This design comes from an exercise in tuning for small area, a short achievable clock period and few clock cycles per item on the open sky130 flow, not from production work. Only simulation tests tie the RTL to the original design; equivalence was not proved.

File: flow/config.mk
export PLATFORM = sky130hd
export DESIGN_NAME = ray_plane_set_clipper
export DESIGN_NICKNAME = ray_plane_set_clipper
export VERILOG_FILES = /design/flow/design.v
export SDC_FILE = /design/flow/constraint.sdc
export NUM_CORES = 4
export LEC_CHECK = 0
export ABC_CLOCK_PERIOD_IN_PS = 5000
export CAP_MARGIN = 20
export CORE_MARGIN = 2
export CORE_UTILIZATION = 40
export CTS_BUF_LIST = sky130_fd_sc_hd__clkbuf_8
export SETUP_SLACK_MARGIN = 5
export SLEW_MARGIN = 20
File: flow/constraint.sdc
create_clock -name core_clock -period 12.0 [get_ports {aclk}]
set_input_delay 2.4000 -clock core_clock [delete_from_list [all_inputs] [get_ports {aclk}]]
set_output_delay 2.4000 -clock core_clock [all_outputs]
set_load 0.01 [all_outputs]
File: flow/design.v
module rpsc_iter_unit (
    input  logic        aclk,
    input  logic        aresetn,
    input  logic        cmd_start,
    input  logic        cmd_sqrt_mode,
    input  logic [33:0] cmd_rem_init,
    input  logic [30:0] cmd_low_bits,
    input  logic [33:0] cmd_divisor,
    input  logic [4:0]  cmd_steps,
    input  logic [59:0] cmd_radicand,
    output logic        sts_done,
    output logic [30:0] sts_result
);
    logic        busy_reg, busy_next;
    logic        done_reg, done_next;
    logic        mode_reg, mode_next;
    logic [4:0]  cnt_reg, cnt_next;
    logic [33:0] rem_reg, rem_next;
    logic [30:0] low_reg, low_next;
    logic [30:0] q_reg, q_next;
    logic [33:0] div_reg, div_next;
    logic [61:0] v_reg, v_next;
    logic [61:0] res_reg, res_next;
    logic [61:0] bit_reg, bit_next;
    logic [34:0] r2;
    logic [34:0] diff;
    logic [61:0] trial;
    always_comb begin
        busy_next = busy_reg;
        done_next = 1'b0;
        mode_next = mode_reg;
        cnt_next  = cnt_reg;
        rem_next  = rem_reg;
        low_next  = low_reg;
        q_next    = q_reg;
        div_next  = div_reg;
        v_next    = v_reg;
        res_next  = res_reg;
        bit_next  = bit_reg;
        r2        = {rem_reg, low_reg[30]};
        diff      = r2 - {1'b0, div_reg};
        trial     = res_reg + bit_reg;
        if (busy_reg) begin
            if (mode_reg) begin
                if (v_reg >= trial) begin
                    v_next   = v_reg - trial;
                    res_next = (res_reg >> 1) + bit_reg;
                end else begin
                    res_next = res_reg >> 1;
                end
                bit_next = bit_reg >> 2;
            end else begin
                if (r2 >= {1'b0, div_reg}) begin
                    rem_next = diff[33:0];
                    q_next   = {q_reg[29:0], 1'b1};
                end else begin
                    rem_next = r2[33:0];
                    q_next   = {q_reg[29:0], 1'b0};
                end
                low_next = {low_reg[29:0], 1'b0};
            end
            cnt_next = cnt_reg - 5'd1;
            if (cnt_reg == 5'd0) begin
                busy_next = 1'b0;
                done_next = 1'b1;
            end
        end else if (cmd_start) begin
            busy_next = 1'b1;
            mode_next = cmd_sqrt_mode;
            cnt_next  = cmd_steps - 5'd1;
            rem_next  = cmd_rem_init;
            low_next  = cmd_low_bits;
            div_next  = cmd_divisor;
            q_next    = '0;
            v_next    = {2'b00, cmd_radicand};
            res_next  = '0;
            bit_next  = 62'h1000_0000_0000_0000;
        end
    end
    always_ff @(posedge aclk) begin
        if (!aresetn) begin
            busy_reg <= 1'b0;
            done_reg <= 1'b0;
        end else begin
            busy_reg <= busy_next;
            done_reg <= done_next;
        end
    end
    always_ff @(posedge aclk) begin
        mode_reg <= mode_next;
        cnt_reg  <= cnt_next;
        rem_reg  <= rem_next;
        low_reg  <= low_next;
        q_reg    <= q_next;
        div_reg  <= div_next;
        v_reg    <= v_next;
        res_reg  <= res_next;
        bit_reg  <= bit_next;
    end
    assign sts_done   = done_reg;
    assign sts_result = mode_reg ? res_reg[30:0] : q_reg;
endmodule
module ray_plane_set_clipper (
    input  logic          aclk,
    input  logic          aresetn,
    input  logic          s_valid,
    output logic          s_ready,
    input  logic [227:0]  s_item,
    output logic          m_valid,
    input  logic          m_ready,
    output logic [162:0]  m_item,
    input  logic          cfg_we,
    input  logic [1:0]    cfg_index,
    input  logic [31:0]   cfg_wdata
);
    localparam logic signed [31:0] DIST_MAX = 32'sh7FFF_FFFF;
    localparam int K = 2;
    localparam logic [4:0] CL_END = 5'(16 / K);         
    localparam logic [4:0] SQ_END = 5'd8;               
    localparam logic [4:0] ND_BEG = 5'(8 / K);          
    localparam logic [2:0] S_IDLE = 3'd0;
    localparam logic [2:0] S_CLIP = 3'd1;
    localparam logic [2:0] S_FIN  = 3'd2;
    localparam logic [2:0] S_RES  = 3'd3;
    localparam logic [2:0] S_LOAD = 3'd4;
    localparam logic [2:0] L_M2   = 3'd0;
    localparam logic [2:0] L_M2B  = 3'd1;
    localparam logic [2:0] L_SQRT = 3'd2;
    localparam logic [2:0] L_NDIV = 3'd4;
    localparam logic [1:0] M_CLIP = 2'd0;
    localparam logic [1:0] M_SQRT = 2'd1;
    localparam logic [1:0] M_NDIV = 2'd2;
    function automatic logic [2:0] benc(input logic [2:0] b, input logic flip);
        logic m1, m2, ng;
        m1 = b[1] ^ b[0];
        m2 = (b[2] & ~b[1] & ~b[0]) | (~b[2] & b[1] & b[0]);
        ng = flip ? (~b[2] & (b[1] | b[0])) : (b[2] & ~(b[1] & b[0]));
        benc = {ng, m2, m1};
    endfunction
    function automatic logic [50:0] bpp51(input logic [2:0] e, input logic [50:0] x);
        bpp51 = (({51{e[0]}} & x) | ({51{e[1]}} & {x[49:0], 1'b0})) ^ {51{e[2]}};
    endfunction
    function automatic logic [33:0] bpn(input logic [2:0] e, input logic [33:0] x);
        logic [33:0] v;
        v = (({34{e[0]}} & x) | ({34{e[1]}} & {x[32:0], 1'b0})) ^ {34{e[2]}};
        bpn = {~v[33], v[32:0]};
    endfunction
    function automatic logic [17:0] bpd(input logic [2:0] e, input logic [17:0] x);
        logic [17:0] v;
        v = (({18{e[0]}} & x) | ({18{e[1]}} & {x[16:0], 1'b0})) ^ {18{e[2]}};
        bpd = {~v[17], v[16:0]};
    endfunction
    function automatic logic [35:0] bpp36(input logic [2:0] e, input logic [35:0] x);
        bpp36 = (({36{e[0]}} & x) | ({36{e[1]}} & {x[34:0], 1'b0})) ^ {36{e[2]}};
    endfunction
    function automatic logic [101:0] csa51(input logic [50:0] a, input logic [50:0] b,
                                           input logic [50:0] c);
        logic [50:0] s, m;
        s = a ^ b ^ c;
        m = (a & b) | (a & c) | (b & c);
        csa51 = {m[49:0], 1'b0, s};
    endfunction
    function automatic logic [71:0] csa36(input logic [35:0] a, input logic [35:0] b,
                                          input logic [35:0] c);
        logic [35:0] s, m;
        s = a ^ b ^ c;
        m = (a & b) | (a & c) | (b & c);
        csa36 = {m[34:0], 1'b0, s};
    endfunction
    logic               in_operation;
    logic [2:0]         in_plane_slot;
    assign in_operation  = s_item[227];
    assign in_plane_slot = s_item[226:224];
    logic [2:0]         state_r;
    logic [2:0]         ph_r;
    logic [3:0]         pc_r;
    logic signed [31:0] near_r, far_r;
    logic [47:0]        tn [8];
    logic [31:0]        tc [8];
    logic [44:0]        tu [8];
    logic [31:0]        o0_r, o1_r, o2_r;
    logic [15:0]        d0_r, d1_r, d2_r;
    logic [3:0]         lim_r;
    logic [2:0]         slot_r;
    logic [1:0]         comp_r;
    logic               mu_act, mu_rdy;
    logic [1:0]         mu_cnt;
    logic [2:0]         mu_idx;      
    logic [2:0]         pl_idx;      
    logic [3:0]         mu_lim;
    logic               mu_more;
    logic [50:0]        ns_r, nc_r;
    logic [35:0]        ds_r, dc_r;
    logic               dv_act;
    logic [1:0]         dv_mode;
    logic [4:0]         dv_cnt;
    logic [32:0]        dv_r;
    logic [35:0]        dv_d, dv_d3;
    logic               dv_c1, dv_c3;
    logic [31:0]        dv_l;
    logic [31:0]        dv_q;
    logic [2:0]         dv_idx;
    logic               dv_dneg, dv_neg, dv_dz, dv_np;
    logic signed [31:0] sd_r, ed_r;
    logic               ex_r, es_r, xs_r, mv_r;
    logic               ldw;
    logic [1:0]         ldc;
    logic [15:0]        en0_r, en1_r, en2_r, xn0_r, xn1_r, xn2_r;
    logic               pend_r, pend_cl;
    logic signed [31:0] nr_s, fr_s;
    logic [3:0]         lim_s;
    assign s_ready = !pend_r && ((state_r == S_IDLE) ||
                                 ((state_r == S_CLIP || state_r == S_FIN || state_r == S_RES) &&
                                  !mu_act && !mu_rdy));
    assign m_valid = mv_r;
    assign m_item  = {ex_r && !(ed_r < sd_r), sd_r, ed_r,
                      es_r, en0_r & {16{es_r}}, en1_r & {16{es_r}}, en2_r & {16{es_r}},
                      xs_r, xn0_r & {16{xs_r}}, xn1_r & {16{xs_r}}, xn2_r & {16{xs_r}}};
    logic [47:0] rn;
    logic [31:0] rc;
    logic [15:0] n0, n1, n2;
    logic [8:0]  b0, b1, b2;
    logic [2:0]  de [3][4];      
    logic [2:0]  dn [3][4];      
    logic [50:0] nx [3];
    logic [35:0] dx [3];
    logic [50:0] nfs, nfc, ncorr;
    logic [35:0] dfs, dfc, dcorr;
    logic [50:0] ns_n, nc_n;
    logic [35:0] ds_n, dc_n;
    logic [50:0] npp [3][4];
    logic [35:0] dpp [3][4];
    assign rn = tn[mu_idx];
    assign rc = tc[mu_idx];
    assign n0 = rn[47:32];
    assign n1 = rn[31:16];
    assign n2 = rn[15:0];
    always_comb begin
        if (mu_cnt[0] == 1'b0) begin
            b0 = n0[15:7]; b1 = n1[15:7]; b2 = n2[15:7];
        end else begin
            b0 = {n0[7:0], 1'b0}; b1 = {n1[7:0], 1'b0}; b2 = {n2[7:0], 1'b0};
        end
        for (int j = 0; j < 4; j++) begin
            de[0][j] = benc(b0[8-2*j -: 3], 1'b0);
            de[1][j] = benc(b1[8-2*j -: 3], 1'b0);
            de[2][j] = benc(b2[8-2*j -: 3], 1'b0);
            dn[0][j] = benc(b0[8-2*j -: 3], 1'b1);
            dn[1][j] = benc(b1[8-2*j -: 3], 1'b1);
            dn[2][j] = benc(b2[8-2*j -: 3], 1'b1);
        end
        nx[0] = {{19{o0_r[31]}}, o0_r};
        nx[1] = {{19{o1_r[31]}}, o1_r};
        nx[2] = {{19{o2_r[31]}}, o2_r};
        dx[0] = {{20{d0_r[15]}}, d0_r};
        dx[1] = {{20{d1_r[15]}}, d1_r};
        dx[2] = {{20{d2_r[15]}}, d2_r};
        if (mu_cnt[0] == 1'b0) begin
            nfs = {{13{rc[31]}}, rc[31:2], 8'b0};
            nfc = '0;
            dfs = '0;
            dfc = '0;
        end else begin
            nfs = {ns_r[42:0], 8'b0};
            nfc = {nc_r[42:0], 8'b0};
            dfs = {ds_r[27:0], 8'b0};
            dfc = {dc_r[27:0], 8'b0};
        end
        ncorr = '0;
        dcorr = '0;
        for (int j = 0; j < 4; j++) begin
            ncorr = ncorr + ({49'd0, {1'b0, dn[0][j][2]} + {1'b0, dn[1][j][2]} + {1'b0, dn[2][j][2]}} << (6 - 2*j));
            dcorr = dcorr + ({34'd0, {1'b0, de[0][j][2]} + {1'b0, de[1][j][2]} + {1'b0, de[2][j][2]}} << (6 - 2*j));
        end
        if (mu_cnt[0] == 1'b1) begin
            ncorr[15:14] = rc[1:0];
        end
        ncorr = ncorr + {18'h3FF01, 33'd0};
        dcorr = dcorr + {19'h7FF01, 17'd0};
        for (int k = 0; k < 3; k++) begin
            for (int j = 0; j < 4; j++) begin
                npp[k][j] = {17'd0, bpn(dn[k][j], nx[k][33:0])} << (6 - 2*j);
                dpp[k][j] = {18'd0, bpd(de[k][j], dx[k][17:0])} << (6 - 2*j);
            end
        end
    end
    logic [101:0] t1, t2, t3, t4, t5, t6, t7, t8, t9, t10, t11, t12, t13;
    logic [71:0]  u1, u2, u3, u4, u5, u6, u7, u8, u9, u10, u11, u12, u13;
    always_comb begin
        t1  = csa51(nfs, nfc, ncorr);
        t2  = csa51(npp[0][0], npp[0][1], npp[0][2]);
        t3  = csa51(npp[0][3], npp[1][0], npp[1][1]);
        t4  = csa51(npp[1][2], npp[1][3], npp[2][0]);
        t5  = csa51(npp[2][1], npp[2][2], npp[2][3]);
        t6  = csa51(t1[50:0], t1[101:51], t2[50:0]);
        t7  = csa51(t2[101:51], t3[50:0], t3[101:51]);
        t8  = csa51(t4[50:0], t4[101:51], t5[50:0]);
        t9  = csa51(t6[50:0], t6[101:51], t7[50:0]);
        t10 = csa51(t7[101:51], t8[50:0], t8[101:51]);
        t11 = csa51(t9[50:0], t9[101:51], t10[50:0]);
        t12 = csa51(t11[50:0], t11[101:51], t10[101:51]);
        t13 = csa51(t12[50:0], t12[101:51], t5[101:51]);
        ns_n = t13[50:0];
        nc_n = t13[101:51];
        u1  = csa36(dfs, dfc, dcorr);
        u2  = csa36(dpp[0][0], dpp[0][1], dpp[0][2]);
        u3  = csa36(dpp[0][3], dpp[1][0], dpp[1][1]);
        u4  = csa36(dpp[1][2], dpp[1][3], dpp[2][0]);
        u5  = csa36(dpp[2][1], dpp[2][2], dpp[2][3]);
        u6  = csa36(u1[35:0], u1[71:36], u2[35:0]);
        u7  = csa36(u2[71:36], u3[35:0], u3[71:36]);
        u8  = csa36(u4[35:0], u4[71:36], u5[35:0]);
        u9  = csa36(u6[35:0], u6[71:36], u7[35:0]);
        u10 = csa36(u7[71:36], u8[35:0], u8[71:36]);
        u11 = csa36(u9[35:0], u9[71:36], u10[35:0]);
        u12 = csa36(u11[35:0], u11[71:36], u10[71:36]);
        u13 = csa36(u12[35:0], u12[71:36], u5[71:36]);
        ds_n = u13[35:0];
        dc_n = u13[71:36];
    end
    logic [35:0] p_den, p_den3;
    logic [50:0] p_num, p_mnum, p_un;
    logic        p_dneg, p_dzero, p_nneg, p_npos;
    logic [35:0] p_dd, p_dd3;
    logic [41:0] p_jz2;
    logic [45:0] p_jz3;
    logic [71:0] w1, w2;
    always_comb begin
        p_den  = ds_r + dc_r;
        w1     = csa36(ds_r, dc_r, {ds_r[34:0], 1'b0});
        w2     = csa36(w1[35:0], w1[71:36], {dc_r[34:0], 1'b0});
        p_den3 = w2[35:0] + w2[71:36];
        p_num  = ns_r + nc_r;
        p_mnum = ~ns_r + ~nc_r + 51'd2;
        p_nneg = p_num[50];
        p_un   = p_nneg ? p_mnum : p_num;
        p_npos = !p_nneg && ((ns_r ^ nc_r) != {nc_r[49:0] | ns_r[49:0], 1'b0});
        p_dneg = p_den[35];
        p_dzero = ((ds_r ^ dc_r) == {dc_r[34:0] | ds_r[34:0], 1'b0});
        p_dd   = p_dneg ? p_den  : ~p_den;
        p_dd3  = p_dneg ? p_den3 : ~p_den3;
        p_jz2  = {1'b0, p_un[50:10]} + {{6{p_dd[35]}}, p_dd} + {41'd0, !p_dneg};
        p_jz3  = {1'b0, p_un[50:6]} + {{10{p_dd[35]}}, p_dd} + {45'd0, !p_dneg};
    end
    function automatic logic [34:0] dstep(input logic [35:0] x, input logic [35:0] dd,
                                          input logic c1, input logic c2,
                                          input logic [35:0] dd3, input logic c3);
        logic [35:0] a1, a2h, a3;
        a1  = x + dd + {35'd0, c1};
        a2h = {1'b0, x[35:1]} + dd + {35'd0, c2};
        a3  = x + dd3 + {35'd0, c3};
        if (!a3[35]) begin
            dstep = {2'd3, a3[32:0]};
        end else if (!a2h[35]) begin
            dstep = {2'd2, a2h[31:0], x[0]};
        end else if (!a1[35]) begin
            dstep = {2'd1, a1[32:0]};
        end else begin
            dstep = {2'd0, x[32:0]};
        end
    endfunction
    logic [35:0] x1, x2, sat_a;
    logic [34:0] st1, st2;
    logic [35:0] dd1, dd2, d3s2;
    logic        sq_mode, c2s;
    logic [32:0] r_step;
    logic [3:0]  digs;
    logic [31:0] q_step, qmask, q_sq;
    logic [31:0] rp, rpm, rpp, rp1, rp1m, rp1p, rp2;
    logic [35:0] d3_sq;
    always_comb begin
        sq_mode = (dv_mode == M_SQRT);
        c2s = sq_mode ? 1'b0 : dv_c1;
        rp  = ~dv_d3[34:3];
        rpm = rp - 32'd1;
        rpp = rp + 32'd1;
        x1  = sq_mode ? {dv_r[31:0], dv_l[31:28]} : {1'b0, dv_r, dv_l[31:30]};
        dd1 = sq_mode ? ~{3'b0, dv_q[29:0], 3'b001} : dv_d;
        st1 = dstep(x1, dd1, dv_c1, c2s, dv_d3, dv_c3);
        sat_a = {1'b0, x1[35:1]} + dv_d + {35'd0, dv_c1};
        case (st1[34:33])
            2'd0:    begin rp1 = {rpm[29:0], 2'b01}; rp1m = {rpm[29:0], 2'b00}; rp1p = {rpm[29:0], 2'b10}; end
            2'd1:    begin rp1 = {rp[29:0],  2'b00}; rp1m = {rpm[29:0], 2'b11}; rp1p = {rp[29:0],  2'b01}; end
            2'd2:    begin rp1 = {rp[29:0],  2'b11}; rp1m = {rp[29:0],  2'b10}; rp1p = {rpp[29:0], 2'b00}; end
            default: begin rp1 = {rpp[29:0], 2'b10}; rp1m = {rpp[29:0], 2'b01}; rp1p = {rpp[29:0], 2'b11}; end
        endcase
        x2   = sq_mode ? {st1[31:0], dv_l[27:24]} : {1'b0, st1[32:0], dv_l[29:28]};
        dd2  = sq_mode ? ~{1'b0, dv_q[29:0], st1[34:33], 3'b001} : dv_d;
        d3s2 = sq_mode ? ~{1'b0, rp1, 3'b001} : dv_d3;
        st2  = dstep(x2, dd2, dv_c1, c2s, d3s2, dv_c3);
        case (st2[34:33])
            2'd0:    rp2 = {rp1m[29:0], 2'b01};
            2'd1:    rp2 = {rp1[29:0],  2'b00};
            2'd2:    rp2 = {rp1[29:0],  2'b11};
            default: rp2 = {rp1p[29:0], 2'b10};
        endcase
        digs = {st1[34:33], st2[34:33]};
        if (sq_mode && dv_cnt == SQ_END - 5'd1) begin
            r_step = st1[32:0];
            q_sq   = {dv_q[29:0], st1[34:33]};
            d3_sq  = ~{1'b0, rp1, 3'b001};
        end else if (sq_mode) begin
            r_step = st2[32:0];
            q_sq   = {dv_q[27:0], st1[34:33], st2[34:33]};
            d3_sq  = ~{1'b0, rp2, 3'b001};
        end else begin
            r_step = st2[32:0];
            q_sq   = '0;
            d3_sq  = '0;
        end
        q_step = dv_q;
        for (int i = 0; i < 8; i++) begin
            if (CL_END - 5'd1 - i[4:0] == dv_cnt) begin
                q_step[4*i +: 4] = digs;
            end
            qmask[4*i +: 4] = (i[4:0] + dv_cnt <= CL_END - 5'd1) ? 4'hF : 4'h0;
        end
    end
    function automatic logic notight(input logic [31:0] qlo, input logic [31:0] qhi,
                                     input logic dneg, input logic neg,
                                     input logic [31:0] sv, input logic [31:0] ev);
        logic        cA, cB, cC;
        logic [33:0] qa, bb, sm;
        cA = !dneg && !neg;
        cB = !dneg && neg;
        cC = dneg && !neg;
        qa = (cA || (dneg && neg)) ? {2'b00, qhi} : {2'b00, qlo};
        if (cA)      bb = ~{{2{sv[31]}}, sv};
        else if (cB) bb = {{2{sv[31]}}, sv};
        else if (cC) bb = ~{{2{ev[31]}}, ev};
        else         bb = {{2{ev[31]}}, ev};
        sm = qa + bb + {33'd0, cC};
        if (cA)            notight = sm[33];
        else if (cB || cC) notight = !sm[33];
        else               notight = sm[33] || (sm == '0);
    endfunction
    logic               up_v, up_neg, up_dneg;
    logic [31:0]        up_q;
    logic [2:0]         up_idx;
    logic        cl_entry;
    logic        nt, nt_u, dv_last, dv_fin, cap, tight, dv_stop;
    logic [31:0] t_val, cap_q;
    logic [47:0] un_sgn;
    logic [15:0] nv0, nv1, nv2;
    always_comb begin
        nt      = notight(dv_q, dv_q | qmask, dv_dneg, dv_neg, sd_r, ed_r);
        dv_last = (dv_cnt >= CL_END - 5'd1);
        dv_fin  = dv_act && (dv_mode == M_CLIP) && (dv_dz || nt || dv_last);
        cap     = dv_act && (dv_mode == M_CLIP) && !dv_dz && !nt && dv_last;
        cap_q   = (dv_cnt == CL_END) ? dv_q : q_step;
        dv_stop = dv_act && (dv_mode == M_CLIP) && dv_dz && dv_np;
        nt_u    = notight(up_q, up_q, up_dneg, up_neg, sd_r, ed_r);
        tight   = up_v && !nt_u;
        cl_entry = !up_dneg;
        t_val   = up_neg ? -up_q : up_q;
        un_sgn  = tn[up_idx];
        nv0 = (un_sgn[47] ^ cl_entry) ? -{1'b0, tu[up_idx][44:30]} : {1'b0, tu[up_idx][44:30]};
        nv1 = (un_sgn[31] ^ cl_entry) ? -{1'b0, tu[up_idx][29:15]} : {1'b0, tu[up_idx][29:15]};
        nv2 = (un_sgn[15] ^ cl_entry) ? -{1'b0, tu[up_idx][14:0]}  : {1'b0, tu[up_idx][14:0]};
    end
    logic        dv_free, xfer, accept, start, ld_rst, frj, take, hand_af, walk_end, hand_all;
    logic [15:0] nabs;
    logic        dv_done;
    assign accept  = aresetn && s_valid && s_ready;
    assign start   = pend_r && ((state_r == S_IDLE) || (state_r == S_RES && m_ready));
    assign ld_rst  = !aresetn && ((state_r == S_LOAD) || (pend_r && !pend_cl));
    assign dv_done = (dv_mode == M_SQRT) ? (dv_cnt == SQ_END) : (dv_cnt == CL_END);
    assign dv_free = !dv_act || dv_fin;
    assign frj     = (state_r == S_CLIP) && !pend_r && mu_rdy && !p_dzero && p_nneg &&
                     ((!p_dneg && !sd_r[31]) || (p_dneg && ed_r[31]));
    assign xfer    = (state_r == S_CLIP) && !pend_r && mu_rdy && dv_free && !frj;
    assign take    = xfer || frj;
    assign hand_af = hand_all || (take && {1'b0, pl_idx} + 4'd1 == lim_r);
    assign walk_end = dv_stop || (hand_af && !(dv_act && !dv_fin) && !xfer && !cap);
    logic [15:0] nk;
    logic [1:0]  ck;
    always_comb begin
        ck = (ph_r == L_NDIV) ? comp_r + 2'd1 : 2'd0;
        case (ck)
            2'd0:    nk = n0;
            2'd1:    nk = n1;
            default: nk = n2;
        endcase
        nabs = nk[15] ? -nk : nk;
    end
    always_ff @(posedge aclk) begin
        if (!aresetn) begin
            pc_r   <= 4'd0;
            near_r <= '0;
            far_r  <= DIST_MAX;
        end else if (cfg_we) begin
            case (cfg_index)
                2'd0: pc_r   <= cfg_wdata[3:0];
                2'd1: near_r <= $signed(cfg_wdata);
                2'd2: far_r  <= $signed(cfg_wdata);
                default: begin
                end
            endcase
        end
    end
    always_ff @(posedge aclk) begin
        if ((start && !pend_cl) || (ld_rst && pend_r && !pend_cl)) begin
            tn[slot_r] <= {d0_r, d1_r, d2_r};
            tc[slot_r] <= o0_r;
        end
        if (state_r == S_LOAD && ph_r == L_SQRT && dv_cnt == SQ_END && dv_q == '0) begin
            tu[slot_r] <= '0;
        end
        if (ldw) begin
            case (ldc)
                2'd0:    tu[slot_r][44:30] <= up_q[14:0];
                2'd1:    tu[slot_r][29:15] <= up_q[14:0];
                default: tu[slot_r][14:0]  <= up_q[14:0];
            endcase
        end
    end
    always_ff @(posedge aclk) begin
        if (!aresetn) begin
            state_r <= ld_rst ? S_LOAD : S_IDLE;
            mv_r    <= 1'b0;
            mu_act  <= ld_rst;
            mu_rdy  <= 1'b0;
            dv_act  <= 1'b0;
            pend_r  <= 1'b0;
            up_v    <= 1'b0;
            ldw     <= 1'b0;
        end else begin
            ldw <= (state_r == S_LOAD) && (ph_r == L_NDIV) && dv_act && (dv_cnt == CL_END - 5'd1);
            up_v <= cap && (state_r == S_CLIP);
            hand_all <= hand_af && !start;
            if (mu_act && mu_cnt[0]) begin
                mu_act  <= 1'b0;
                mu_rdy  <= (state_r != S_LOAD);
                mu_more <= ({1'b0, mu_idx} + 4'd1 < mu_lim) && (state_r != S_LOAD);
            end
            if (accept) begin
                pend_r  <= 1'b1;
                pend_cl <= s_item[227];
                if (s_item[227] && pc_r != 4'd0) begin
                    mu_act <= 1'b1;
                end
            end
            if (start) begin
                pend_r <= 1'b0;
                if (pend_cl) begin
                    state_r <= (lim_s == 4'd0) ? S_RES : S_CLIP;
                end else begin
                    state_r <= S_LOAD;
                    mu_act  <= 1'b1;
                end
            end
            case (state_r)
                S_IDLE: begin
                end
                S_CLIP: begin
                    if (dv_fin) begin
                        dv_act <= 1'b0;
                    end
                    if (take) begin
                        mu_rdy <= 1'b0;
                        if (mu_more) begin
                            mu_act <= 1'b1;
                        end
                    end
                    if (xfer) begin
                        dv_act <= 1'b1;
                    end
                    if (walk_end) begin
                        state_r <= S_RES;
                        mv_r    <= 1'b1;
                        dv_act  <= 1'b0;
                        if (!pend_r && !accept) begin
                            mu_act <= 1'b0;
                            mu_rdy <= 1'b0;
                        end
                    end
                end
                S_FIN: begin
                    mv_r    <= 1'b1;
                    state_r <= S_RES;
                end
                S_RES: begin
                    if (m_ready) begin
                        mv_r <= 1'b0;
                        if (!pend_r) begin
                            state_r <= S_IDLE;
                        end
                    end
                end
                default: begin  
                    case (ph_r)
                        L_M2B: begin
                            dv_act <= 1'b1;
                        end
                        L_SQRT: begin
                            if (dv_cnt == SQ_END && dv_q == '0) begin
                                dv_act  <= 1'b0;
                                state_r <= S_IDLE;
                            end
                        end
                        L_NDIV: begin
                            if (ldw && ldc == 2'd2) begin
                                dv_act  <= 1'b0;
                                state_r <= S_IDLE;
                            end
                        end
                        default: begin
                        end
                    endcase
                end
            endcase
            if (start && pend_cl && lim_s == 4'd0) begin
                mv_r <= 1'b1;
            end
        end
    end
    always_ff @(posedge aclk) begin
        if (accept) begin
            if (s_item[227]) begin
                o0_r  <= s_item[143:112];
                d0_r  <= s_item[47:32];
                d1_r  <= s_item[31:16];
                d2_r  <= s_item[15:0];
                nr_s  <= near_r;
                fr_s  <= far_r;
                lim_s <= (pc_r > 4'd8) ? 4'd8 : pc_r;
                mu_idx <= 3'd0;
                mu_cnt <= 2'd0;
                mu_lim <= (pc_r > 4'd8) ? 4'd8 : pc_r;
            end else begin
                o0_r   <= s_item[175:144];
                d0_r   <= s_item[223:208];
                d1_r   <= s_item[207:192];
                d2_r   <= s_item[191:176];
                slot_r <= in_plane_slot;
            end
            o1_r <= s_item[111:80];
            o2_r <= s_item[79:48];
        end
        if (start) begin
            if (pend_cl) begin
                sd_r  <= nr_s;
                ed_r  <= fr_s;
                ex_r  <= 1'b1;
                es_r  <= 1'b0;
                xs_r  <= 1'b0;
                lim_r <= lim_s;
            end else begin
                mu_idx <= slot_r;
                mu_cnt <= 2'd0;
                ph_r   <= L_M2;
            end
        end
        if (mu_act || (take && mu_more)) begin
            mu_cnt <= {1'b0, !mu_cnt[0]};
            ns_r <= ns_n;
            nc_r <= nc_n;
            ds_r <= ds_n;
            dc_r <= dc_n;
        end
        if (mu_act && mu_cnt[0] && state_r != S_LOAD) begin
            pl_idx <= mu_idx;
            if ({1'b0, mu_idx} + 4'd1 < mu_lim) begin
                mu_idx <= mu_idx + 3'd1;
            end
        end
        if (dv_act && !dv_done) begin
            dv_r   <= r_step;
            dv_l   <= sq_mode ? (dv_l << 8) : (dv_l << 4);
            dv_cnt <= dv_cnt + 5'd1;
            if (sq_mode) begin
                dv_q  <= q_sq;
                dv_d3 <= d3_sq;
            end else begin
                dv_q <= q_step;
            end
            if (dv_mode == M_CLIP && dv_cnt == 5'd0 && !sat_a[35]) begin
                dv_q   <= dv_neg ? 32'h8000_0000 : 32'h7FFF_FFFF;
                dv_cnt <= CL_END;
            end
        end
        if (tight) begin
            if (cl_entry) begin
                sd_r  <= t_val;
                es_r  <= 1'b1;
                en0_r <= nv0;
                en1_r <= nv1;
                en2_r <= nv2;
            end else begin
                ed_r  <= t_val;
                xs_r  <= 1'b1;
                xn0_r <= nv0;
                xn1_r <= nv1;
                xn2_r <= nv2;
            end
        end
        if (dv_stop) begin
            ex_r <= 1'b0;
        end
        if (cap) begin
            up_q    <= cap_q;
            up_neg  <= dv_neg;
            up_dneg <= dv_dneg;
            up_idx  <= dv_idx;
        end
        if (xfer) begin
            dv_dz   <= p_dzero;
            dv_np   <= p_npos;
            dv_mode <= M_CLIP;
            if (p_jz3[45]) begin
                dv_cnt <= 5'd3;
                dv_r   <= p_un[38:6];
                dv_l   <= {p_un[5:0], 26'b0};
            end else if (p_jz2[41]) begin
                dv_cnt <= 5'd2;
                dv_r   <= p_un[42:10];
                dv_l   <= {p_un[9:0], 22'b0};
            end else begin
                dv_cnt <= 5'd0;
                dv_r   <= p_un[50:18];
                dv_l   <= {p_un[17:0], 14'b0};
            end
            dv_d    <= p_dd;
            dv_c1   <= !p_dneg;
            dv_d3   <= p_dd3;
            dv_c3   <= !p_dneg;
            dv_q    <= '0;
            dv_idx  <= pl_idx;
            dv_dneg <= p_dneg;
            dv_neg  <= p_nneg ^ p_dneg;
        end
        if (state_r == S_LOAD) begin
            case (ph_r)
                L_M2: begin
                    if (mu_act && mu_cnt[0]) begin
                        ph_r <= L_M2B;
                    end
                end
                L_M2B: begin
                    ph_r    <= L_SQRT;
                    dv_mode <= M_SQRT;
                    dv_cnt  <= 5'd0;
                    dv_r    <= '0;
                    dv_q    <= '0;
                    dv_l    <= p_den[31:0];
                    dv_d3   <= ~{1'b0, 32'd1, 3'b001};
                    dv_c3   <= 1'b1;
                    dv_c1   <= 1'b1;
                end
                L_SQRT: begin
                    if (dv_cnt == SQ_END) begin
                        ph_r    <= L_NDIV;
                        dv_mode <= M_NDIV;
                        dv_cnt  <= ND_BEG;
                        dv_r    <= {5'b0, nabs, 12'b0};
                        dv_l    <= '0;
                        dv_q    <= '0;
                        dv_d    <= ~{6'b0, dv_q[29:0]};
                        dv_c1   <= 1'b1;
                        dv_d3   <= ~{4'b0, rpm};
                        dv_c3   <= 1'b1;
                    end
                    comp_r <= 2'd0;
                end
                default: begin
                    if (dv_act && dv_cnt == CL_END - 5'd1) begin
                        up_q <= q_step;
                        ldc  <= comp_r;
                        if (comp_r != 2'd2) begin
                            comp_r <= comp_r + 2'd1;
                            dv_cnt <= ND_BEG;
                            dv_r   <= {5'b0, nabs, 12'b0};
                            dv_q   <= '0;
                        end
                    end
                end
            endcase
        end
        if (ld_rst) begin
            ph_r   <= L_M2;
            mu_cnt <= 2'd0;
            mu_idx <= slot_r;
        end
    end
endmodule
File: flow/run.sh
#!/bin/bash
# synth_recipe.tcl (not shown) runs the flow's synth.tcl, then flattens the netlist and writes it again
# the make line also repeats each setting of config.mk as NAME=value (left out here)
make -C /OpenROAD-flow-scripts/flow DESIGN_CONFIG=/design/flow/config.mk WORK_HOME=/design/flow/orfs CLKGATE_MAP_FILE= SYNTH_SCRIPT=/design/flow/synth_recipe.tcl finish
==> results.tsv, run 1 <==
metric	value	unit
Worst-Skew Late Latency	1.08	ns
Post-Syn Area	146000	sq um
Crit path buffers/inverters	11	
hpwl dp	396000	um
DR DRC count	0	
GPL Wtd Cong	1.00	
Max Freq	0.120	GHz
HP Class	reg -> reg	
Synth Register Bits	1870	
Hold Startpoint	near_r[23]	
most frequent CP cell	buf_12	
Worst Skew	0.119	ns
die width	608	um
initial DRC count	14415	
synth top area cells	edfxtp_1, fa_1, ha_1	
Synth Area in Compound Gates	0.155	
die height	608	um
drt pass-1 iters	9	
multiplexer area fraction after synthesis	0.0784	
ys flop type	edfxtp_1	
Root Driver	clkbuf_8	
hold slack	0.423	ns
# nets final	16705	
most frequent cell after synthesis	edfxtp_1	
Critical Path Sink Type	flip-flop	
relative max-transition margin	0.152	
Syn-to-layout area delta	18.5	%
share of cells above drive strength 1	0.168	
dpl cell area	156000	sq um
CTS sink count	1870	
all-layer global routing usage	0.287	
share of the synthesized area in the top cell type	0.310	
Crit Path Max Fanout	9	
Synth Warn #	7	
min Tclk post-route	8.32	ns
Final Hold Viols	0	
DR WL/cell	27.9	um
vias in the first global route	115845	
Crit path max-delay family	compound AO/OA/AOI/OAI gates	
outcome	finished clean	
final worst path period share	0.694	
CTS tree	built	
synth unique cells	107	
largest net degree at the start of global routing	97	
reg2reg path depth	42	
Post-Route WL	553000	um
Mapped Nets	16113	
xor and xnor area share after synthesis	0.0759	
first-pass GRT wire length	792000	um
Final setup viols	0	
number of port buffers	431	
Post-Syn Area per Cell	10.3	sq um
initial antenna violation count	42	
r2r setup slk	3.68	ns
reg2reg end	up_q[28]	
Vias/cell	5.99	
Synth Area in Adders	0.177	
std cell rows	221	
crit path kind	reg -> reg	
Pins Over Slew Limit	0	
async set-reset flop share out of synthesis	0	
slowest CP cell	or4b_4	
CTS Buf Count	319	
Initial Utilization	0.402	
Post-Synth Simple-Gate Area	0.0990	
core region area	363000	sq um
count of mapped cells out of synthesis	14193	
Post-DRT Antenna Nets	0	
GR Overflow Total	0	
Util after Layout	0.476	
register area share after synthesis	0.360	
die area	370000	sq um
Post-synth EDFFs	1505	
largest family of logic cells by synthesized area	adder cells	
H-tree depth	5	
# fillers	33444	
setup TNS	0	ns
Max Cap Violations	0	
area leader, netlist	edfxtp_1	
instance count along the most critical hold path	0	
Hold Crit Endpoint	nr_s[23]	
top post-synthesis cells by count	edfxtp_1, inv_1, nand2_1, ha_1	
CTS Hold Buffers Added	0	
via count	118883	
post-route cell area	173000	sq um
clk slew on worst S/H paths	0.07	ns
clock buffer depth	4	
r2r startpoint	dv_mode[0]	
RSZ-0062 raised after global routing	true	
Data required, critical path	12.87	ns
Arr. time, crit path	9.19	ns
Least-Margin Pin Slew	1.27	ns
Worst Setup Start Kind	flip-flop	
Largest stage delay, worst path	0.57	ns
I/O pin cnt	432	
[worst max path at each step]
stage               start  endpoint  slack (ns)  depth (start not counted)
5_1_grt        dv_mode[0]  up_q[20]        3.56                         43
3_5_place_dp   dv_mode[1]   dv_r[4]        1.45                         34
3_3_place_gp   dv_mode[1]   dv_r[4]        1.57                         34
4_1_cts        dv_mode[1]  up_q[12]        3.80                         43
2_1_floorplan  dv_mode[1]   dv_r[4]        3.59                         45
6_report       dv_mode[0]  up_q[28]        3.68                         42
[metal layers]
| metal | vias to the layer above | share of wire | global-route usage |
|---|---|---|---|
| li1 | 52357 | - | - |
| met1 | 59035 | 0.39 | 0.371 |
| met2 | 6187 | 0.45 | 0.454 |
| met3 | 1284 | 0.094 | 0.0587 |
| met4 | 20 | 0.059 | 0.146 |
| met5 | - | 0.00028 | 0 |
[layout by cell type (no fill, tap or decap), types with 558 or more instances in the layout]
master,netlist,final
buf_4,10,558
ha_1,965,862
xnor2_1,872,844
a21oi_1,872,773
fa_1,688,681
nand2_1,1043,989
a22oi_1,587,583
nor2_1,731,665
edfxtp_1,1505,1505
inv_1,1103,1201
[logic make-up (layout without fill, tap and decap cells)]
family,after synthesis,in the layout
multiplexers,805,806
AO/OA/AOI/OAI,3474,3475
XOR/XNOR,1264,1264
AND/OR/NAND/NOR,3056,3069
buffers and inverters,2070,2894
flip-flops,1870,1870
other,0,22
adder cells (fa/ha/maj),1654,1654
[per-stage QoR]
step | worst slack, ns | instances
2_1_floorplan | 3.59 | 14193
3_3_place_gp | 1.57 | 18736
3_5_place_dp | 1.45 | 18736
4_1_cts | 3.80 | 19610
5_1_grt | 3.56 | 19837
6_report | 3.68 | 19848
[worst reg2reg max path, delay by kind of cell, from the launching register on]
family	cells	cell delay (ns)
AND/OR/NAND/NOR	6	1.18
adder cells (fa/ha/maj)	3	0.77
AO/OA/AOI/OAI	20	3.67
flip-flops	1	0.37
multiplexers	1	0.32
buffers and inverters	11	1.73
XOR/XNOR	1	0.13
[final cells by class]
| class | count | area, sq um | area share |
|---|---|---|---|
| timing repair buffer | 1203 | 12500 | 0.0722 |
| clock buffer | 342 | 4710 | 0.0272 |
| timing repair inverter | 3 | 25.0 | 0.000145 |
| tap | 4794 | 6000 | 0.0347 |
| clock inverter | 226 | 1300 | 0.00751 |
| antenna | 22 | 55.1 | 0.000319 |
| inverter | 1120 | 4300 | 0.0249 |
| sequential | 1870 | 52600 | 0.304 |
| multi-input combinational | 10268 | 91400 | 0.529 |
[state kept, by name (all words and copies together), names as in the netlist, 33 cells and up, named ones only]
name and cells:
tn 384, tc 256, ns_r 51, dv_d3 36, ds_r 36, nc_r 48, tu 360, dc_r 33
dv_d 36, dv_r 33
[what timing repair did]
| item | CTS | global route |
|---|---|---|
| gates cloned | 36 | 20 |
| setup buffers | 270 | 196 |
| setup endpoints to repair | 676 | 627 |
| pin swaps | 183 | 214 |
| resized for setup | 705 | 450 |
Testbench counts, summed over its fixed seeds: cycles 23,197, items 768.
==> run 2: changes to the inputs <==
--- a/flow/design.v
+++ b/flow/design.v
@@ -118,3 +118,3 @@
     localparam logic [4:0] CL_END = 5'(16 / K);         
-    localparam logic [4:0] SQ_END = 5'd8;               
+    localparam logic [4:0] SQ_END = 5'd15;              
     localparam logic [4:0] ND_BEG = 5'(8 / K);          
@@ -183,3 +183,5 @@
     logic [3:0]         lim_r;
-    logic [2:0]         slot_r;
+    logic [2:0]         slot_r;      
+    logic [2:0]         ps_r;        
+    logic [2:0]         lds;         
     logic [1:0]         comp_r;
@@ -198,3 +200,4 @@
     logic [35:0]        dv_d, dv_d3;
-    logic               dv_c1, dv_c3;
+    logic               dv_c1, dv_c2, dv_c3, dv_sq;
+    logic               mz_r;
     logic [31:0]        dv_l;
@@ -213,3 +216,4 @@
                                  ((state_r == S_CLIP || state_r == S_FIN || state_r == S_RES) &&
-                                  !mu_act && !mu_rdy));
+                                  !mu_act && !mu_rdy) ||
+                                 (state_r == S_LOAD && ph_r == L_NDIV && comp_r == 2'd2));
     assign m_valid = mv_r;
@@ -254,5 +258,11 @@
         nx[2] = {{19{o2_r[31]}}, o2_r};
-        dx[0] = {{20{d0_r[15]}}, d0_r};
-        dx[1] = {{20{d1_r[15]}}, d1_r};
-        dx[2] = {{20{d2_r[15]}}, d2_r};
+        if (state_r == S_LOAD && ph_r == L_M2) begin
+            dx[0] = {{20{n0[15]}}, n0};
+            dx[1] = {{20{n1[15]}}, n1};
+            dx[2] = {{20{n2[15]}}, n2};
+        end else begin
+            dx[0] = {{20{d0_r[15]}}, d0_r};
+            dx[1] = {{20{d1_r[15]}}, d1_r};
+            dx[2] = {{20{d2_r[15]}}, d2_r};
+        end
         if (mu_cnt[0] == 1'b0) begin
@@ -371,4 +381,4 @@
     always_comb begin
-        sq_mode = (dv_mode == M_SQRT);
-        c2s = sq_mode ? 1'b0 : dv_c1;
+        sq_mode = dv_sq;
+        c2s = dv_c2;
         rp  = ~dv_d3[34:3];
@@ -377,3 +387,3 @@
         x1  = sq_mode ? {dv_r[31:0], dv_l[31:28]} : {1'b0, dv_r, dv_l[31:30]};
-        dd1 = sq_mode ? ~{3'b0, dv_q[29:0], 3'b001} : dv_d;
+        dd1 = dv_d;
         st1 = dstep(x1, dd1, dv_c1, c2s, dv_d3, dv_c3);
@@ -386,5 +396,5 @@
         endcase
-        x2   = sq_mode ? {st1[31:0], dv_l[27:24]} : {1'b0, st1[32:0], dv_l[29:28]};
-        dd2  = sq_mode ? ~{1'b0, dv_q[29:0], st1[34:33], 3'b001} : dv_d;
-        d3s2 = sq_mode ? ~{1'b0, rp1, 3'b001} : dv_d3;
+        x2   = {1'b0, st1[32:0], dv_l[29:28]};
+        dd2  = dv_d;
+        d3s2 = dv_d3;
         st2  = dstep(x2, dd2, dv_c1, c2s, d3s2, dv_c3);
@@ -397,3 +407,3 @@
         digs = {st1[34:33], st2[34:33]};
-        if (sq_mode && dv_cnt == SQ_END - 5'd1) begin
+        if (sq_mode) begin
             r_step = st1[32:0];
@@ -401,6 +411,2 @@
             d3_sq  = ~{1'b0, rp1, 3'b001};
-        end else if (sq_mode) begin
-            r_step = st2[32:0];
-            q_sq   = {dv_q[27:0], st1[34:33], st2[34:33]};
-            d3_sq  = ~{1'b0, rp2, 3'b001};
         end else begin
@@ -460,2 +466,3 @@
     end
+    logic        ld_end;
     logic        dv_free, xfer, accept, start, ld_rst, frj, take, hand_af, walk_end, hand_all;
@@ -464,3 +471,6 @@
     assign accept  = aresetn && s_valid && s_ready;
-    assign start   = pend_r && ((state_r == S_IDLE) || (state_r == S_RES && m_ready));
+    assign ld_end  = (state_r == S_LOAD) && dv_act &&
+                     ((ph_r == L_NDIV && dv_cnt == CL_END - 5'd1 && comp_r == 2'd2) ||
+                      (ph_r == L_SQRT && dv_cnt == SQ_END - 5'd1 && mz_r));
+    assign start   = pend_r && ((state_r == S_IDLE) || (state_r == S_RES && m_ready) || ld_end);
     assign ld_rst  = !aresetn && ((state_r == S_LOAD) || (pend_r && !pend_cl));
@@ -501,7 +511,8 @@
     always_ff @(posedge aclk) begin
-        if ((start && !pend_cl) || (ld_rst && pend_r && !pend_cl)) begin
-            tn[slot_r] <= {d0_r, d1_r, d2_r};
-            tc[slot_r] <= o0_r;
+        if ((start && !pend_cl) || (ld_rst && state_r != S_LOAD && pend_r && !pend_cl)) begin
+            tn[ps_r] <= {d0_r, d1_r, d2_r};
+            tc[ps_r] <= o0_r;
         end
-        if (state_r == S_LOAD && ph_r == L_SQRT && dv_cnt == SQ_END && dv_q == '0) begin
+        if (state_r == S_LOAD && ph_r == L_SQRT && dv_act && dv_cnt == SQ_END - 5'd1 &&
+            mz_r) begin
             tu[slot_r] <= '0;
@@ -510,5 +521,5 @@
             case (ldc)
-                2'd0:    tu[slot_r][44:30] <= up_q[14:0];
-                2'd1:    tu[slot_r][29:15] <= up_q[14:0];
-                default: tu[slot_r][14:0]  <= up_q[14:0];
+                2'd0:    tu[lds][44:30] <= up_q[14:0];
+                2'd1:    tu[lds][29:15] <= up_q[14:0];
+                default: tu[lds][14:0]  <= up_q[14:0];
             endcase
@@ -523,3 +534,3 @@
             dv_act  <= 1'b0;
-            pend_r  <= 1'b0;
+            pend_r  <= (state_r == S_LOAD) && pend_r && !pend_cl;
             up_v    <= 1'b0;
@@ -532,4 +543,4 @@
                 mu_act  <= 1'b0;
-                mu_rdy  <= (state_r != S_LOAD);
-                mu_more <= ({1'b0, mu_idx} + 4'd1 < mu_lim) && (state_r != S_LOAD);
+                mu_rdy  <= !(state_r == S_LOAD && ph_r == L_M2);
+                mu_more <= ({1'b0, mu_idx} + 4'd1 < mu_lim) && !(state_r == S_LOAD && ph_r == L_M2);
             end
@@ -542,11 +553,2 @@
             end
-            if (start) begin
-                pend_r <= 1'b0;
-                if (pend_cl) begin
-                    state_r <= (lim_s == 4'd0) ? S_RES : S_CLIP;
-                end else begin
-                    state_r <= S_LOAD;
-                    mu_act  <= 1'b1;
-                end
-            end
             case (state_r)
@@ -594,10 +596,4 @@
                         end
-                        L_SQRT: begin
-                            if (dv_cnt == SQ_END && dv_q == '0) begin
-                                dv_act  <= 1'b0;
-                                state_r <= S_IDLE;
-                            end
-                        end
-                        L_NDIV: begin
-                            if (ldw && ldc == 2'd2) begin
+                        L_SQRT, L_NDIV: begin
+                            if (ld_end) begin
                                 dv_act  <= 1'b0;
@@ -611,2 +607,11 @@
             endcase
+            if (start) begin
+                pend_r <= 1'b0;
+                if (pend_cl) begin
+                    state_r <= (lim_s == 4'd0) ? S_RES : S_CLIP;
+                end else begin
+                    state_r <= S_LOAD;
+                    mu_act  <= 1'b1;
+                end
+            end
             if (start && pend_cl && lim_s == 4'd0) begin
@@ -634,3 +639,3 @@
                 d2_r   <= s_item[191:176];
-                slot_r <= in_plane_slot;
+                ps_r   <= in_plane_slot;
             end
@@ -648,3 +653,4 @@
             end else begin
-                mu_idx <= slot_r;
+                mu_idx <= ps_r;
+                slot_r <= ps_r;
                 mu_cnt <= 2'd0;
@@ -660,3 +666,3 @@
         end
-        if (mu_act && mu_cnt[0] && state_r != S_LOAD) begin
+        if (mu_act && mu_cnt[0] && !(state_r == S_LOAD && ph_r == L_M2)) begin
             pl_idx <= mu_idx;
@@ -668,3 +674,3 @@
             dv_r   <= r_step;
-            dv_l   <= sq_mode ? (dv_l << 8) : (dv_l << 4);
+            dv_l   <= dv_l << 4;
             dv_cnt <= dv_cnt + 5'd1;
@@ -673,2 +679,3 @@
                 dv_d3 <= d3_sq;
+                dv_d  <= ~{3'b0, q_sq[29:0], 3'b001};
             end else begin
@@ -709,2 +716,4 @@
             dv_mode <= M_CLIP;
+            dv_sq   <= 1'b0;
+            dv_c2   <= !p_dneg;
             if (p_jz3[45]) begin
@@ -741,2 +750,5 @@
                     dv_mode <= M_SQRT;
+                    dv_sq   <= 1'b1;
+                    dv_c2   <= 1'b0;
+                    dv_d    <= ~{3'b0, 30'd0, 3'b001};
                     dv_cnt  <= 5'd0;
@@ -745,2 +757,3 @@
                     dv_l    <= p_den[31:0];
+                    mz_r    <= p_dzero;      
                     dv_d3   <= ~{1'b0, 32'd1, 3'b001};
@@ -750,5 +763,7 @@
                 L_SQRT: begin
-                    if (dv_cnt == SQ_END) begin
+                    if (dv_act && dv_cnt == SQ_END - 5'd1 && !mz_r) begin
                         ph_r    <= L_NDIV;
                         dv_mode <= M_NDIV;
+                        dv_sq   <= 1'b0;
+                        dv_c2   <= 1'b1;
                         dv_cnt  <= ND_BEG;
@@ -757,5 +772,5 @@
                         dv_q    <= '0;
-                        dv_d    <= ~{6'b0, dv_q[29:0]};
+                        dv_d    <= ~{6'b0, q_sq[29:0]};
                         dv_c1   <= 1'b1;
-                        dv_d3   <= ~{4'b0, rpm};
+                        dv_d3   <= ~{4'b0, rp1m};
                         dv_c3   <= 1'b1;
@@ -768,2 +783,3 @@
                         ldc  <= comp_r;
+                        lds  <= slot_r;
                         if (comp_r != 2'd2) begin
@@ -781,3 +797,8 @@
             mu_cnt <= 2'd0;
-            mu_idx <= slot_r;
+            if (state_r == S_LOAD) begin
+                mu_idx <= slot_r;
+            end else begin
+                mu_idx <= ps_r;
+                slot_r <= ps_r;
+            end
         end
==> run 2 against run 1 <==
Worst setup slack gained 0.64 ns. Design area shrank 1.6%. Sequential share of layout area grew 0.66 points. First-iteration DRC count shrank 18%. Die area shrank 0.27%. Synthesized cell count shrank 0.81%. Synthesized area shrank 0.27%.
==> results.tsv, run 2 <==
metric	value	unit	change
Max Freq	0.130	GHz	was 0.120 GHz
initial antenna violation count	41		was 42
Vias/cell	5.87		was 5.99
Syn-to-layout area delta	16.8	%	was 18.5%
# nets final	16464		was 16705
die area	369000	sq um	was 370000 sq um
std cell rows	221		unchanged
Crit path buffers/inverters	13		was 11
relative max-transition margin	0.108		was 0.152
Final Hold Viols	0		unchanged
vias in the first global route	113381		was 115845
all-layer global routing usage	0.278		was 0.287
multiplexer area fraction after synthesis	0.0780		was 0.0784
via count	115446		was 118883
GR Overflow Total	0		unchanged
biggest regs	tn: 384 flops, tu: 360 flops, tc: 256 flops		unchanged
register area share after synthesis	0.363		was 0.360
Synth Area in Adders	0.175		was 0.177
hold slack	0.379	ns	was 0.423 ns
Post-DRT Antenna Nets	0		unchanged
HP Class	reg -> reg		unchanged
crit path kind	reg -> reg		unchanged
setup TNS	0	ns	unchanged
Post-Syn Area	145000	sq um	was 146000 sq um
synth top area cells	edfxtp_1, fa_1, ha_1		unchanged
slowest CP cell	dfxtp_4		was or4b_4
min Tclk post-route	7.69	ns	was 8.32 ns
DR DRC count	0		unchanged
outcome	finished clean		unchanged
area leader, netlist	edfxtp_1		unchanged
final worst path period share	0.641		was 0.694
Critical Path Sink Type	flip-flop		unchanged
xor and xnor area share after synthesis	0.0759		about the same
top post-synthesis cells by count	edfxtp_1, inv_1, nand2_1, ha_1, xnor2_1		was edfxtp_1, inv_1, nand2_1, ha_1
RSZ-0062 raised after global routing	true		unchanged
Least-Margin Pin Slew	1.33	ns	was 1.27 ns
final worst slack	4.31	ns	was 3.68 ns
Initial Utilization	0.402		about the same
CTS sink count	1879		was 1870
Post-synth EDFFs	1513		was 1505
Largest Register	tn		unchanged
drt pass-1 iters	6		was 9
most frequent cells in the layout	edfxtp_1, inv_1, nand2_1		unchanged
clock buffer depth	4		unchanged
Synth Register Bits	1879		was 1870
max FFs per register	384		unchanged
Synth Warn #	7		unchanged
r2r startpoint	dv_sq		was dv_mode[0]
Mapped Nets	15969		was 16113
most frequent cell after synthesis	edfxtp_1		unchanged
# fillers	33833		was 33444
reg2reg end	dv_r[7]		was up_q[28]
r2r setup slk	4.31	ns	was 3.68 ns
Root Driver	clkbuf_8		unchanged
Max Cap Violations	0		unchanged
DR WL/cell	26.7	um	was 27.9 um
Largest stage delay, worst path	0.38	ns	was 0.57 ns
Arr. time, crit path	8.61	ns	was 9.19 ns
count of mapped cells out of synthesis	14078		was 14193
Worst-Skew Late Latency	1.09	ns	was 1.08 ns
CTS tree	built		unchanged
number of port buffers	431		unchanged
share of cells above drive strength 1	0.156		was 0.168
Post-Syn Area per Cell	10.3	sq um	about the same
reg2reg path depth	41		was 42
Worst Setup SP	dv_sq		was dv_mode[0]
synth unique cells	110		was 107
pre-CTS setup slack	2.46	ns	was 1.45 ns
Post-Synth Simple-Gate Area	0.110		was 0.0990
GPL Wtd Cong	1.01		was 1.00
die width	607	um	was 608 um
H-tree depth	5		unchanged
clk slew on worst S/H paths	0.07	ns	about the same
CP endpoint	dv_r[7]		was up_q[28]
core region area	362000	sq um	was 363000 sq um
most frequent CP cell	buf_12		unchanged
initial DRC count	11850		was 14415
Synth Area in Compound Gates	0.145		was 0.155
Post-Route WL	525000	um	was 553000 um
Worst Setup Start Kind	flip-flop		unchanged
Final setup viols	0		unchanged
I/O pin cnt	432		unchanged
largest family of logic cells by synthesized area	adder cells		unchanged
CTS Buf Count	324		was 319
Data required, critical path	12.92	ns	was 12.87 ns
Pins Over Slew Limit	0		unchanged
Worst Skew	0.104	ns	was 0.119 ns
ys flop type	edfxtp_1		unchanged
leading cell type in the layout, fill and taps excluded	edfxtp_1		unchanged
Stages on worst setup path	41		was 42
Crit path max-delay family	compound AO/OA/AOI/OAI gates		unchanged
die height	607	um	was 608 um
largest net degree at the start of global routing	87		was 97
share of the synthesized area in the top cell type	0.312		was 0.310
async set-reset flop share out of synthesis	0		unchanged
first-pass GRT wire length	766000	um	was 792000 um
Crit Path Max Fanout	7		was 9
hpwl dp	383000	um	was 396000 um
CTS Hold Buffers Added	0		unchanged
run 2: changes by cell type after synthesis, moves of 35 or more:
cell / before / now
xor2_1: 392 / 442
xnor2_1: 872 / 815
clkbuf_1: 684 / 648
buf_1: 147 / 98
and2_1: 229 / 461
clkbuf_2: 76 / 34
nor2_1: 731 / 766
o21ai_1: 15 / 66
a21oi_1: 872 / 787
o21ai_0: 678 / 548
buf_4: 10 / 53
run 2: timing repair:
| item | in CTS | in global routing |
|---|---|---|
| gates resized for setup | 637 | 411 |
| setup buffers | 231 | 119 |
| gates cloned | 29 | 6 |
| setup endpoints to repair | 684 | 643 |
| pin swaps | 135 | 197 |
run 2: metrics by stage:
stage	utilization	cell area (sq um)	instances
global placement	0.428	155000	18653
floorplan	-	146000	14078
detailed placement	0.429	155000	18655
CTS	0.461	167000	19484
finish	0.469	170000	19652
global route	0.469	170000	19637
run 2: routing by layer:
metal / GRT usage / part of all wire / vias up
met5: 0 / 0.00035 / -
met4: 0.142 / 0.060 / 8
met3: 0.0527 / 0.086 / 1315
met2: 0.443 / 0.45 / 5530
met1: 0.360 / 0.40 / 57122
li1: - / - / 51471
run 2: cell type report:
type / instances / area, sq um / area share
Clock inverter: 230 / 1430 / 0.00840
Multi-Input combinational cell: 10208 / 90000 / 0.529
Inverter: 1106 / 4240 / 0.0249
Timing Repair Buffer: 1051 / 10700 / 0.0630
Sequential cell: 1879 / 52800 / 0.311
Timing Repair inverter: 3 / 27.5 / 0.000162
Antenna cell: 42 / 105 / 0.000618
Clock buffer: 339 / 4670 / 0.0275
Tap cell: 4794 / 6000 / 0.0353
run 2: worst reg2reg max path, delay by kind of cell, from the launching register on:
kind                     cells  cell delay (ns)
multiplexers                 1             0.27
XOR/XNOR                     2             0.31
buffers and inverters       13             1.73
flip-flops                   1             0.38
adder cells (fa/ha/maj)      2             0.47
AND/OR/NAND/NOR              6             1.52
AO/OA/AOI/OAI               17             2.86
run 2: worst min-delay path by stage:
stage / startpoint / end / cells past startpoint / slack, ns
4_1_cts: near_r[7] / nr_s[7] / 0 / 0.36
5_1_grt: near_r[7] / nr_s[7] / 0 / 0.37
6_report: near_r[7] / nr_s[7] / 0 / 0.38
3_5_place_dp: near_r[26] / nr_s[26] / 0 / 0.41
2_1_floorplan: mu_idx[2] / pl_idx[2] / 0 / 0.41
3_3_place_gp: near_r[16] / nr_s[16] / 0 / 0.41
run 2: cells by family (layout without fill, tap and decap cells):
family          Yosys count  after routing
simple gates           3286           3292
compound gates         3237           3238
buf+inv                1999           2729
flops                  1879           1879
fa+ha+maj              1624           1624
xor+xnor               1258           1259
mux                     795            795
other cells               0             42
Testbench counts of run 2, summed over its fixed seeds: cycles 23,813, items 768.
==> run 3: changes to the inputs <==
--- a/flow/config.mk
+++ b/flow/config.mk
@@ -10,3 +10,3 @@
 export CORE_MARGIN = 2
-export CORE_UTILIZATION = 40
+export CORE_UTILIZATION = 30
 export CTS_BUF_LIST = sky130_fd_sc_hd__clkbuf_8
==> run 3 against run 2 <==
Still clean. Wire length shrank 2.6%. Register-to-register slack lost 0.14 ns. Critical endpoint is now dv_r[30]. Largest cell class unchanged.
==> results.tsv, run 3 <==
metric	value	unit	change
clk slew on worst S/H paths	0.07	ns	about the same
Synth Warn #	7		unchanged
Post-Syn Area per Cell	10.3	sq um	unchanged
slowest CP cell	o211ai_1		was dfxtp_4
final worst slack	4.17	ns	was 4.31 ns
Vias/cell	5.43		was 5.87
Util after Layout	0.354		was 0.469
Syn-to-layout area delta	17.5	%	was 16.8%
Root Driver	clkbuf_8		unchanged
HP Class	reg -> reg		unchanged
CTS tree	built		unchanged
Non-Filler Instances	21192		was 19652
async set-reset flop share out of synthesis	0		unchanged
synth unique cells	110		unchanged
r2r setup slk	4.17	ns	was 4.31 ns
r2r startpoint	dv_sq		unchanged
initial DRC count	12509		was 11850
drt pass-1 iters	7		was 6
top post-synthesis cells by count	edfxtp_1, inv_1, nand2_1, ha_1, xnor2_1		unchanged
crit path kind	reg -> reg		unchanged
DR WL/cell	24.1	um	was 26.7 um
H-tree depth	5		unchanged
hpwl dp	373000	um	was 383000 um
post-route cell area	171000	sq um	was 170000 sq um
share of the synthesized area in the top cell type	0.312		unchanged
Max Cap Violations	0		unchanged
area leader, netlist	edfxtp_1		unchanged
Post-DRT Antenna Nets	0		unchanged
uppermost layer routed	met5		unchanged
core region area	483000	sq um	was 362000 sq um
Data required, critical path	12.91	ns	was 12.92 ns
Worst-Skew Late Latency	1.07	ns	was 1.09 ns
share of cells above drive strength 1	0.151		was 0.156
Final Hold Viols	0		unchanged
Max Freq	0.128	GHz	was 0.130 GHz
die width	700	um	was 607 um
setup TNS	0	ns	unchanged
hold slack	0.419	ns	was 0.379 ns
biggest regs	tn: 384 flops, tu: 360 flops, tc: 256 flops		unchanged
synth top area cells	edfxtp_1, fa_1, ha_1		unchanged
final worst path period share	0.652		was 0.641
Multi-input gate area	89600	sq um	was 90000 sq um
first-pass GRT wire length	749000	um	was 766000 um
min Tclk post-route	7.83	ns	was 7.69 ns
Post-synth EDFFs	1513		unchanged
Met3 Routed Length	46800	um	was 45100 um
dpl cell area	157000	sq um	was 155000 sq um
Final setup viols	0		unchanged
Post-Route WL	511000	um	was 525000 um
number of port buffers	431		unchanged
die area	490000	sq um	was 369000 sq um
Largest Register	tn		unchanged
most frequent cell after synthesis	edfxtp_1		unchanged
Crit Path Max Fanout	5		was 7
outcome	finished clean		unchanged
most frequent cells in the layout	edfxtp_1, inv_1, nand2_1		unchanged
ys flop type	edfxtp_1		unchanged
via count	115033		was 115446
Pins Over Slew Limit	0		unchanged
vias in the first global route	112254		was 113381
Post-Syn Area	145000	sq um	unchanged
Mapped Nets	15969		unchanged
I/O pin cnt	432		unchanged
# nets final	16403		was 16464
# fillers	47903		was 33833
die height	700	um	was 607 um
GR Overflow Total	0		unchanged
CTS Buf Count	317		was 324
largest net degree at the start of global routing	87		unchanged
pre-CTS setup slack	2.25	ns	was 2.46 ns
relative max-transition margin	0.158		was 0.108
max FFs per register	384		unchanged
met2 wire len	227000	um	was 238000 um
routed length on met1	212000	um	was 210000 um
Worst Skew	0.174	ns	was 0.104 ns
DR DRC count	0		unchanged
Largest stage delay, worst path	0.47	ns	was 0.38 ns
Least-Margin Pin Slew	1.25	ns	was 1.33 ns
Arr. time, crit path	8.74	ns	was 8.61 ns
Synth Register Bits	1879		unchanged
count of mapped cells out of synthesis	14078		unchanged
std cell rows	255		was 221
RSZ-0062 raised after global routing	true		unchanged
Critical Path Sink Type	flip-flop		unchanged
initial antenna violation count	45		was 41
register area share after synthesis	0.363		unchanged
Worst Setup Start Kind	flip-flop		unchanged
GPL Wtd Cong	0.977		was 1.01
instance count along the most critical hold path	0		unchanged
all-layer global routing usage	0.200		was 0.278
Hold Crit Endpoint	nr_s[29]		was nr_s[7]
reg2reg end	dv_r[30]		was dv_r[7]
Post-Place Cells	20285		was 18655
Initial Utilization	0.301		was 0.402
reg2reg path depth	37		was 41
register area	52800	sq um	about the same
leading cell type in the layout, fill and taps excluded	edfxtp_1		unchanged
clock buffer depth	4		unchanged
CTS sink count	1879		unchanged
Hold Startpoint	near_r[29]		was near_r[7]
==> run 3: changes by cell type in the layout (fill, tap and decap cells not counted), moves of 18 or more <==
cell,delta
buf_6,-21
buf_4,-18
diode_2,-32
ha_2,+21
o21ai_2,-25
inv_1,-32
==> run 3: cell type report <==
class,instances,share of cell area
Multi-Input combinational cell,10211,0.524
Sequential cell,1879,0.309
Timing Repair Buffer,995,0.0590
Tap cell,6425,0.0470
Clock buffer,338,0.0272
Inverter,1106,0.0249
Clock inverter,226,0.00828
Antenna cell,10,0.000146
Timing Repair inverter,2,0.000103
==> run 3: worst max-delay path, delay by kind of cell (launching register included) <==
kind,cells,cell delay [ns]
AO/OA/AOI/OAI,14,2.92
AND/OR/NAND/NOR,9,1.76
buffers and inverters,9,1.36
adder cells (fa/ha/maj),2,0.62
flip-flops,1,0.39
multiplexers,1,0.33
XOR/XNOR,2,0.32
==> run 3: routing by layer <==
metal | track usage | vias up
li1 | - | 51341
met1 | 0.268 | 56952
met2 | 0.315 | 5550
met3 | 0.0421 | 1176
met4 | 0.0815 | 14
met5 | 0 | -
==> run 3: worst max-delay path by stage <==
stage,startpoint,to,cells past startpoint
2_1_floorplan,dv_sq,dv_r[17],37
3_3_place_gp,dv_sq,dv_q[5],30
3_5_place_dp,dv_sq,dv_r[20],33
4_1_cts,dv_sq,dv_r[32],36
5_1_grt,dv_sq,dv_r[30],37
6_report,dv_sq,dv_r[30],37
==> run 3: what timing repair did <==
action                     in CTS  in global routing
resized for setup             495                438
buffers inserted              165                131
setup endpoints to repair     690                600
gates cloned                   22                 13
pin swaps                     122                135
hold buffers                    0                  0
==> run 3: cell families after synthesis <==
logic type / share of synthesized area
AND/OR/NAND/NOR: 0.110
AO/OA/AOI/OAI: 0.145
buffers and inverters: 0.0539
flip-flops: 0.363
adder cells (fa/ha/maj): 0.175
XOR/XNOR: 0.0759
multiplexers: 0.0780

## re-timing with driven ports
The results above use ideal ports. As a check the final layouts listed here were re-extracted and re-timed, cells and wires unchanged.
Step 1 sets driving cells, clkbuf_16 on the clock port and buf_2 on the other inputs (assumed; they add their load-dependent delay and slew).
Step 2 moves the port delays by t, midway between the first and last clock arrival at a register: inputs arrive t later, outputs are due t later. That takes back most of the time a late clock gives input paths.
a / b / c = no drivers / after step 1 / after step 2; a / b = the first two.
| run | t (ns) | slack for setup (ns) | clock arrival spread, ns |
|---|---|---|---|
| run 1 | 1.133 | 3.678 / 3.678 / 3.678 | 0.120 / 0.120 |
| run 2 | 1.141 | 4.313 / 4.313 / 4.313 | 0.108 / 0.108 |
| run 3 | 1.109 | 4.171 / 4.171 / 4.171 | 0.174 / 0.174 |
After both steps every run listed still meets setup and hold.
